What follows belongs to an exercise in optimizing a design on an open flow for a short achievable clock period and few clock cycles per item; a production flow would make more cautious choices. Only simulation tests tie the RTL to the original design; equivalence was not proved. Power is estimated from default activity; no workload was simulated.

==> flow/design.v (excerpt) <==
module mem_wb_top (
        input  logic                          CLK,
        input  logic                          nRST,
        input  mem_wb_pkg::ex_mem_t           ex_pkt,
        input  logic                          ihit,
        input  logic [mem_wb_pkg::REG_AW-1:0] rd_sel,
        output logic                          stall,
        output mem_wb_pkg::reg_write_t        rf_wr,
        output logic [mem_wb_pkg::DATA_W-1:0] rd_data,
        output logic                          halt
);
Size in the first run: about 7,600 cells after synthesis, about 120,000 um2 of cells after synthesis.
export LEC_CHECK = 0
export ABC_CLOCK_PERIOD_IN_PS = 3500
export CAP_MARGIN = 20
export CORE_MARGIN = 2
export CORE_UTILIZATION = 50
export SETUP_SLACK_MARGIN = 3.5
export SLEW_MARGIN = 20
export SYNTH_MEMORY_MAX_BITS = 16384
create_clock -name core_clock -period 7.0 [get_ports {CLK}]
standard.sh (not shown) runs the stock make flow with config.mk's settings and CLKGATE_MAP_FILE= SYNTH_SCRIPT=/design/flow/synth_recipe.tcl, a recipe that flattens the netlist after the stock synthesis.
==> flow/flow/run.sh <==
#!/bin/bash
# The standard layout (standard.sh), with two additions: before global
# placement, flow/rdmux.tcl rebuilds the register file read port
# (rd_sel -> rd_data) as a predecoded and-or, and global placement weights
# timing-critical nets more. ORFS's logs are under orfs/logs; make's own
# output goes to standard.log.
set -euo pipefail
work="$PWD"
bash standard.sh PRE_GLOBAL_PLACE_TCL="$work/flow/rdmux.tcl" \
  GLOBAL_PLACEMENT_ARGS="-timing_driven_net_weight_max 8 -timing_driven_nets_percentage 20" \
  finish > "$work/standard.log" 2>&1
Other scripts of this flow, unchanged in this note and not shown: flow/flow/rdmux.tcl
Testbench counts at the start, summed over its fixed seeds: cycles 16,064, items 16,032.
Then changed:
--- a/flow/config.mk
+++ b/flow/config.mk
@@ -9,5 +9,5 @@
 export CAP_MARGIN = 20
 export CORE_MARGIN = 2
-export CORE_UTILIZATION = 50
+export CORE_UTILIZATION = 40
 export SETUP_SLACK_MARGIN = 3.5
 export SLEW_MARGIN = 20
Non-clock buffer count fell by 60.
First-iteration DRC count rose by 5.1%.
Worst hold slack gets better by 0.079 ns.
Sequential cell count stays the same.
Final area grows by 0.44%.
Die area grows by 25%.

* * *

The RTL this note starts from:
==> flow/design.v <==
`default_nettype none
package mem_wb_pkg;
        localparam int DATA_W    = 32;
        localparam int REG_AW    = 5;
        localparam int IMM_W     = 16;
        localparam int RAM_WORDS = 64;
        localparam int RAM_AW    = $clog2(RAM_WORDS);
        localparam int DMEM_WAIT = 2;
        localparam int WAIT_CW   = $clog2(DMEM_WAIT + 1);
        typedef logic [WAIT_CW-1:0] wait_cnt_t;
        localparam wait_cnt_t WAIT_LOAD = wait_cnt_t'(DMEM_WAIT);
        localparam logic [REG_AW-1:0] RA_REG = 5'd31;
        typedef struct packed {
                logic [DATA_W-RAM_AW-3:0] upper;
                logic [RAM_AW-1:0]        word;
                logic [1:0]               offset;
        } dmem_addr_t;
        typedef union packed {
                logic [DATA_W-1:0] raw;
                dmem_addr_t        addr;
        } alu_word_u;
        typedef struct packed {
                logic              RegWr;
                logic              MemtoReg;
                logic              MemRead;
                logic              MemWrite;
                logic              jal;
                logic              RegDst;
                logic              LUI;
                logic              halt;
                logic [DATA_W-1:0] NPC;
                logic [REG_AW-1:0] Rd;
                logic [REG_AW-1:0] Rt;
                alu_word_u         port_o;
                logic [DATA_W-1:0] store_data;
                logic [IMM_W-1:0]  imm;
        } ex_mem_t;
        typedef struct packed {
                logic              RegWr;
                logic              MemtoReg;
                logic              jal;
                logic              RegDst;
                logic              LUI;
                logic              halt;
                logic [DATA_W-1:0] NPC;
                logic [REG_AW-1:0] Rd;
                logic [REG_AW-1:0] Rt;
                alu_word_u         port_o;
                logic [DATA_W-1:0] dmemload;
                logic [IMM_W-1:0]  imm;
        } mem_wb_t;
        typedef struct packed {
                logic              en;
                logic [REG_AW-1:0] addr;
                logic [DATA_W-1:0] data;
        } reg_write_t;
        typedef enum logic [1:0] {
                IDLE,
                ACCESS,
                DONE
        } ctrl_state_e;
endpackage
`default_nettype wire
`default_nettype none
module mem_wb_top (
        input  logic                          CLK,
        input  logic                          nRST,
        input  mem_wb_pkg::ex_mem_t           ex_pkt,
        input  logic                          ihit,
        input  logic [mem_wb_pkg::REG_AW-1:0] rd_sel,
        output logic                          stall,
        output mem_wb_pkg::reg_write_t        rf_wr,
        output logic [mem_wb_pkg::DATA_W-1:0] rd_data,
        output logic                          halt
);
        localparam int DW    = mem_wb_pkg::DATA_W;
        localparam int AW    = mem_wb_pkg::REG_AW;
        localparam int NREG  = 2**AW;
        localparam int WORDS = mem_wb_pkg::RAM_WORDS;
        localparam int MAW   = mem_wb_pkg::RAM_AW;
        logic [AW-1:0]  in_dest;
        logic           in_wen;
        logic           in_ld;
        logic [DW-1:0]  in_val;
        logic [MAW-1:0] in_maddr;
        logic           in_st;
        always_comb begin
                if (ex_pkt.jal) begin
                        in_dest = mem_wb_pkg::RA_REG;
                end else if (ex_pkt.RegDst) begin
                        in_dest = ex_pkt.Rd;
                end else begin
                        in_dest = ex_pkt.Rt;
                end
        end
        always_comb begin
                if (ex_pkt.jal) begin
                        in_val = ex_pkt.NPC;
                end else if (ex_pkt.LUI) begin
                        in_val = {ex_pkt.imm, {(DW - mem_wb_pkg::IMM_W){1'b0}}};
                end else begin
                        in_val = ex_pkt.port_o.raw;
                end
        end
        assign in_wen   = ihit & ex_pkt.RegWr & (in_dest != '0);
        assign in_ld    = ~ex_pkt.jal & ex_pkt.MemtoReg;
        assign in_maddr = ex_pkt.port_o.addr.word;
        assign in_st    = ihit & ex_pkt.MemWrite;
        logic             a_wen;
        logic [WORDS-1:0] a_st_oh;
        logic [AW-1:0]    a_dest;
        logic             a_ld;
        logic [DW-1:0]    a_val;
        logic [MAW-1:0]   a_maddr;
        logic [DW-1:0]    a_sdata;
        logic             halt_r;
        always_ff @(posedge CLK, negedge nRST) begin
                if (!nRST) begin
                        a_wen   <= 1'b0;
                        a_st_oh <= '0;
                        halt_r  <= 1'b0;
                end else begin
                        a_wen <= in_wen;
                        for (int i = 0; i < WORDS; i++) begin
                                a_st_oh[i] <= in_st & (in_maddr == MAW'(i));
                        end
                        halt_r <= halt_r | (ihit & ex_pkt.halt);
                end
        end
        always_ff @(posedge CLK) begin
                a_dest  <= in_dest;
                a_ld    <= in_ld;
                a_val   <= in_val;
                a_maddr <= in_maddr;
                a_sdata <= ex_pkt.store_data;
        end
        logic [DW-1:0] mem [WORDS];
        logic [DW-1:0] a_ldata;
        always_ff @(posedge CLK) begin
                for (int i = 0; i < WORDS; i++) begin
                        if (a_st_oh[i]) begin
                                mem[i] <= a_sdata;
                        end
                end
        end
        assign a_ldata = mem[a_maddr];
        logic            b_en;
        logic [NREG-1:1] b_we_oh;
        logic [AW-1:0]   b_addr;
        logic [DW-1:0]   b_data;
        always_ff @(posedge CLK, negedge nRST) begin
                if (!nRST) begin
                        b_en    <= 1'b0;
                        b_we_oh <= '0;
                end else begin
                        b_en <= a_wen;
                        for (int j = 1; j < NREG; j++) begin
                                b_we_oh[j] <= a_wen & (a_dest == AW'(j));
                        end
                end
        end
        always_ff @(posedge CLK) begin
                b_addr <= a_dest;
                b_data <= a_ld ? a_ldata : a_val;
        end
        assign rf_wr.en   = b_en;
        assign rf_wr.addr = b_addr;
        assign rf_wr.data = b_data;
        logic [DW-1:0] regs [1:NREG-1];
        always_ff @(posedge CLK, negedge nRST) begin
                if (!nRST) begin
                        for (int j = 1; j < NREG; j++) begin
                                regs[j] <= '0;
                        end
                end else begin
                        for (int j = 1; j < NREG; j++) begin
                                if (b_we_oh[j]) begin
                                        regs[j] <= b_data;
                                end
                        end
                end
        end
        logic [NREG-1:1] rd_oh;
        always_comb begin
                for (int j = 1; j < NREG; j++) begin
                        rd_oh[j] = (rd_sel == AW'(j));
                end
        end
        always_comb begin
                rd_data = '0;
                for (int j = 1; j < NREG; j++) begin
                        rd_data = rd_data | ({DW{rd_oh[j]}} & regs[j]);
                end
        end
        assign halt    = halt_r;
        assign stall   = 1'b0;
endmodule
`default_nettype wire
export LEC_CHECK = 0
export ABC_CLOCK_PERIOD_IN_PS = 3500
export CAP_MARGIN = 20
export CORE_MARGIN = 2
export CORE_UTILIZATION = 40
export SETUP_SLACK_MARGIN = 3.5
export SLEW_MARGIN = 20
export SYNTH_MEMORY_MAX_BITS = 16384
create_clock -name core_clock -period 7.0 [get_ports {CLK}]
==> flow/flow/rdmux.tcl <==
# Rebuild the register file read port (rd_sel -> rd_data) as a shallow
# predecoded and-or: rd_data[b] = OR_j (rd_sel == j) & regs[j][b], j = 1..31.
# Runs before global placement, so port buffering, placement and the resizer
# treat the new cells like any others.

set ::rdm_block [ord::get_db_block]
set ::rdm_db [ord::get_db]
set rdm_block $::rdm_block
set rdm_nbits 32
set rdm_nregs 32

proc rdm_master { name } {
  set m [$::rdm_db findMaster "sky130_fd_sc_hd__$name"]
  if { $m == "NULL" || $m == "" } { error "rdmux: no master $name" }
  return $m
}

proc rdm_drv { net } {
  foreach it [$net getITerms] {
    if { [$it isOutputSignal] } { return $it }
  }
  return ""
}

# the logic cone that drives rd_data, back to flip-flops and ports
set cone [dict create]
set front {}
for { set b 0 } { $b < $rdm_nbits } { incr b } {
  set bt [$rdm_block findBTerm "rd_data\[$b\]"]
  lappend front [$bt getNet]
}
while { [llength $front] > 0 } {
  set net [lindex $front 0]
  set front [lrange $front 1 end]
  set d [rdm_drv $net]
  if { $d == "" } { continue }
  set inst [$d getInst]
  if { [[$inst getMaster] isSequential] } { continue }
  set n [$inst getName]
  if { [dict exists $cone $n] } { continue }
  dict set cone $n $inst
  foreach it [$inst getITerms] {
    if { [$it isInputSignal] && [$it getNet] != "NULL" } {
      lappend front [$it getNet]
    }
  }
}

# every net the cone drives must feed only the cone or rd_data
set ok 1
set cone_nets {}
dict for {n inst} $cone {
  foreach it [$inst getITerms] {
    if { ![$it isOutputSignal] } { continue }
    set net [$it getNet]
    if { $net == "NULL" } { continue }
    lappend cone_nets $net
    foreach l [$net getITerms] {
      if { [$l isInputSignal] && ![dict exists $cone [[$l getInst] getName]] } {
        puts "rdmux: cone net [$net getName] also feeds [[$l getInst] getName]"
        set ok 0
      }
    }
    foreach l [$net getBTerms] {
      if { ![string match "rd_data*" [$l getName]] } {
        puts "rdmux: cone net [$net getName] also drives port [$l getName]"
        set ok 0
      }
    }
  }
}

# register outputs
set qnet [dict create]
foreach inst [$rdm_block getInsts] {
  if { [regexp {^regs\\?\[([0-9]+)\\?\]\\?\[([0-9]+)\\?\]} [$inst getName] -> j b] } {
    if { ![[$inst getMaster] isSequential] } { continue }
    dict set qnet "$j,$b" [[$inst findITerm Q] getNet]
  }
}
for { set j 1 } { $j < $rdm_nregs } { incr j } {
  for { set b 0 } { $b < $rdm_nbits } { incr b } {
    if { ![dict exists $qnet "$j,$b"] } {
      puts "rdmux: no register regs\[$j\]\[$b\]"
      set ok 0
    }
  }
}

if { !$ok } {
  error "rdmux: read port not rebuilt"
}

puts "rdmux: removing [dict size $cone] cells"
set rd_nets {}
for { set b 0 } { $b < $rdm_nbits } { incr b } {
  lappend rd_nets [[$rdm_block findBTerm "rd_data\[$b\]"] getNet]
}
dict for {n inst} $cone { odb::dbInst_destroy $inst }
foreach net $cone_nets {
  if { [lsearch -exact $rd_nets $net] < 0 } { odb::dbNet_destroy $net }
}

# centre of the core, as a start location for new cells
set core [$rdm_block getCoreArea]
set ::cx [expr { ([$core xMin] + [$core xMax]) / 2 }]
set ::cy [expr { ([$core yMin] + [$core yMax]) / 2 }]

set ::rdm_count 0
proc rdm_cell { master pins } {
  # pins: list of pin net pairs
  set name "rdm_[incr ::rdm_count]"
  set inst [odb::dbInst_create $::rdm_block [rdm_master $master] $name]
  foreach {p net} $pins {
    set it [$inst findITerm $p]
    if { $it == "NULL" } { error "rdmux: $master has no pin $p" }
    $it connect $net
  }
  $inst setLocation $::cx $::cy
  $inst setPlacementStatus PLACED
  return $inst
}
proc rdm_net { name } {
  return [odb::dbNet_create $::rdm_block "rdm_$name"]
}

# select literals
for { set k 0 } { $k < 5 } { incr k } {
  set s($k,1) [[$rdm_block findBTerm "rd_sel\[$k\]"] getNet]
  set s($k,0) [rdm_net "sn$k"]
  rdm_cell inv_2 [list A $s($k,1) Y $s($k,0)]
}
# predecode, active low
for { set m 0 } { $m < 4 } { incr m } {
  set pa($m) [rdm_net "pa$m"]
  rdm_cell nand2_2 [list A $s(0,[expr {$m & 1}]) B $s(1,[expr {($m >> 1) & 1}]) Y $pa($m)]
  set pb($m) [rdm_net "pb$m"]
  rdm_cell nand2_2 [list A $s(2,[expr {$m & 1}]) B $s(3,[expr {($m >> 1) & 1}]) Y $pb($m)]
}
# rd_sel[4] == v is low on the complement literal
set pc(0) $s(4,1)
set pc(1) $s(4,0)
# one-hot select lines, one set for each group of bits
set rdm_groups 4
for { set g 0 } { $g < $rdm_groups } { incr g } {
  for { set j 1 } { $j < $rdm_nregs } { incr j } {
    set dec($g,$j) [rdm_net "dec${g}_$j"]
    rdm_cell nor3_4 [list A $pa([expr {$j & 3}]) B $pb([expr {($j >> 2) & 3}]) C $pc([expr {$j >> 4}]) Y $dec($g,$j)]
  }
}
# per bit and-or: 15 a22oi + 1 nand2, 4 nand4, 2 nor2, 1 nand2
for { set b 0 } { $b < $rdm_nbits } { incr b } {
  set g [expr {$b * $rdm_groups / $rdm_nbits}]
  set l1 {}
  for { set j 1 } { $j < 31 } { incr j 2 } {
    set n [rdm_net "t${b}_$j"]
    rdm_cell a22oi_2 [list A1 $dec($g,$j) A2 [dict get $qnet "$j,$b"] \
      B1 $dec($g,[expr {$j + 1}]) B2 [dict get $qnet "[expr {$j + 1}],$b"] Y $n]
    lappend l1 $n
  }
  set n [rdm_net "t${b}_31"]
  rdm_cell nand2_2 [list A $dec($g,31) B [dict get $qnet "31,$b"] Y $n]
  lappend l1 $n
  set l2 {}
  for { set h 0 } { $h < 4 } { incr h } {
    set n [rdm_net "u${b}_$h"]
    rdm_cell nand4_2 [list A [lindex $l1 [expr {4 * $h}]] B [lindex $l1 [expr {4 * $h + 1}]] \
      C [lindex $l1 [expr {4 * $h + 2}]] D [lindex $l1 [expr {4 * $h + 3}]] Y $n]
    lappend l2 $n
  }
  set l3 {}
  for { set h 0 } { $h < 2 } { incr h } {
    set n [rdm_net "v${b}_$h"]
    rdm_cell nor2_2 [list A [lindex $l2 [expr {2 * $h}]] B [lindex $l2 [expr {2 * $h + 1}]] Y $n]
    lappend l3 $n
  }
  rdm_cell nand2_2 [list A [lindex $l3 0] B [lindex $l3 1] Y [lindex $rd_nets $b]]
}
puts "rdmux: added $::rdm_count cells"
global_connect
Scripts as last shown in full above: flow/flow/run.sh
Testbench counts at the start, summed over its fixed seeds: cycles 16,064, items 16,032.
Next try:
--- a/flow/flow/rdmux.tcl
+++ b/flow/flow/rdmux.tcl
@@ -133 +133 @@
-# predecode, active low
+# predecode, active low: rd_sel[1:0] (4 lines) and rd_sel[4:2] (8 lines)
@@ -136 +136,3 @@
-  rdm_cell nand2_2 [list A $s(0,[expr {$m & 1}]) B $s(1,[expr {($m >> 1) & 1}]) Y $pa($m)]
+  rdm_cell nand2_4 [list A $s(0,[expr {$m & 1}]) B $s(1,[expr {($m >> 1) & 1}]) Y $pa($m)]
+}
+for { set m 0 } { $m < 8 } { incr m } {
@@ -138 +140,2 @@
-  rdm_cell nand2_2 [list A $s(2,[expr {$m & 1}]) B $s(3,[expr {($m >> 1) & 1}]) Y $pb($m)]
+  rdm_cell nand3_4 [list A $s(2,[expr {$m & 1}]) B $s(3,[expr {($m >> 1) & 1}]) \
+    C $s(4,[expr {($m >> 2) & 1}]) Y $pb($m)]
@@ -140,3 +142,0 @@
-# rd_sel[4] == v is low on the complement literal
-set pc(0) $s(4,1)
-set pc(1) $s(4,0)
@@ -148 +148 @@
-    rdm_cell nor3_4 [list A $pa([expr {$j & 3}]) B $pb([expr {($j >> 2) & 3}]) C $pc([expr {$j >> 4}]) Y $dec($g,$j)]
+    rdm_cell nor2_4 [list A $pa([expr {$j & 3}]) B $pb([expr {$j >> 2}]) Y $dec($g,$j)]
Flip-flop and latch count stays the same.
Sequential share of layout area is higher by 0.89 points.
Combinational power shrinks by about 4%.
Cell count decreases by 1.5%.
Worst setup slack gets better by 37 ps.
Routed wire length is lower by 1.5%.
Via count drops by 1.7%.
Die area is unchanged.
Fmax is higher by about 0.8%.
Total power rose by about 0.3%.
Global-route usage fell by 0.37 points.
Next try:
--- a/flow/flow/rdmux.tcl
+++ b/flow/flow/rdmux.tcl
@@ -133 +133 @@
-# predecode, active low: rd_sel[1:0] (4 lines) and rd_sel[4:2] (8 lines)
+# predecode, active low
@@ -136 +136,3 @@
-  rdm_cell nand2_4 [list A $s(0,[expr {$m & 1}]) B $s(1,[expr {($m >> 1) & 1}]) Y $pa($m)]
+  rdm_cell nand2_2 [list A $s(0,[expr {$m & 1}]) B $s(1,[expr {($m >> 1) & 1}]) Y $pa($m)]
+  set pb($m) [rdm_net "pb$m"]
+  rdm_cell nand2_2 [list A $s(2,[expr {$m & 1}]) B $s(3,[expr {($m >> 1) & 1}]) Y $pb($m)]
@@ -138,5 +140,3 @@
-for { set m 0 } { $m < 8 } { incr m } {
-  set pb($m) [rdm_net "pb$m"]
-  rdm_cell nand3_4 [list A $s(2,[expr {$m & 1}]) B $s(3,[expr {($m >> 1) & 1}]) \
-    C $s(4,[expr {($m >> 2) & 1}]) Y $pb($m)]
-}
+# rd_sel[4] == v is low on the complement literal
+set pc(0) $s(4,1)
+set pc(1) $s(4,0)
@@ -144 +144 @@
-set rdm_groups 4
+set rdm_groups 2
@@ -148 +148 @@
-    rdm_cell nor2_4 [list A $pa([expr {$j & 3}]) B $pb([expr {$j >> 2}]) Y $dec($g,$j)]
+    rdm_cell nor3_4 [list A $pa([expr {$j & 3}]) B $pb([expr {($j >> 2) & 3}]) C $pc([expr {$j >> 4}]) Y $dec($g,$j)]
Result: Utilization goes down by 0.13 points. Worst hold slack gets better by 24 ps. Final area hardly moves. Count of clock-buffer cells in the layout goes down by 5. Die area is unchanged.

==> port drivers added, routing unchanged <==
Ports are ideal in the flow. The routed layouts listed here were re-timed in OpenROAD.
Step 1 assumes that a clkbuf_16 drives the clock port and a buf_2 every other input.
Step 2 moves the port delays by t, midway between the first and last clock arrival at a register: inputs arrive t later, outputs are due t later. That takes back most of the time a late clock gives input paths.
Three values: ideal, step 1, step 2; two values: the first two.
run	t, ns	setup WS [ns]	worst setup path at the end	clock arrival spread, ns	cell pins on the clock port's net
the first run of note 1	1.058	2.539 / 2.459 / 2.459	input to output	0.069 / 0.069	1
the second run of note 1	1.050	2.667 / 2.562 / 2.562	input to output	0.161 / 0.161	1
the first run of note 2	1.051	2.514 / 2.384 / 2.384	input to output	0.152 / 0.152	1
the second run of note 2	1.070	2.550 / 2.494 / 2.494	input to output	0.152 / 0.152	1
the third run of note 2	1.042	2.602 / 2.483 / 2.483	input to output	0.136 / 0.136	1
After both steps every run listed still meets setup and hold. For the first run of note 2, which loses most, drivers alone change the setup slack by -0.130 ns; drivers and shift together by -0.130 ns.
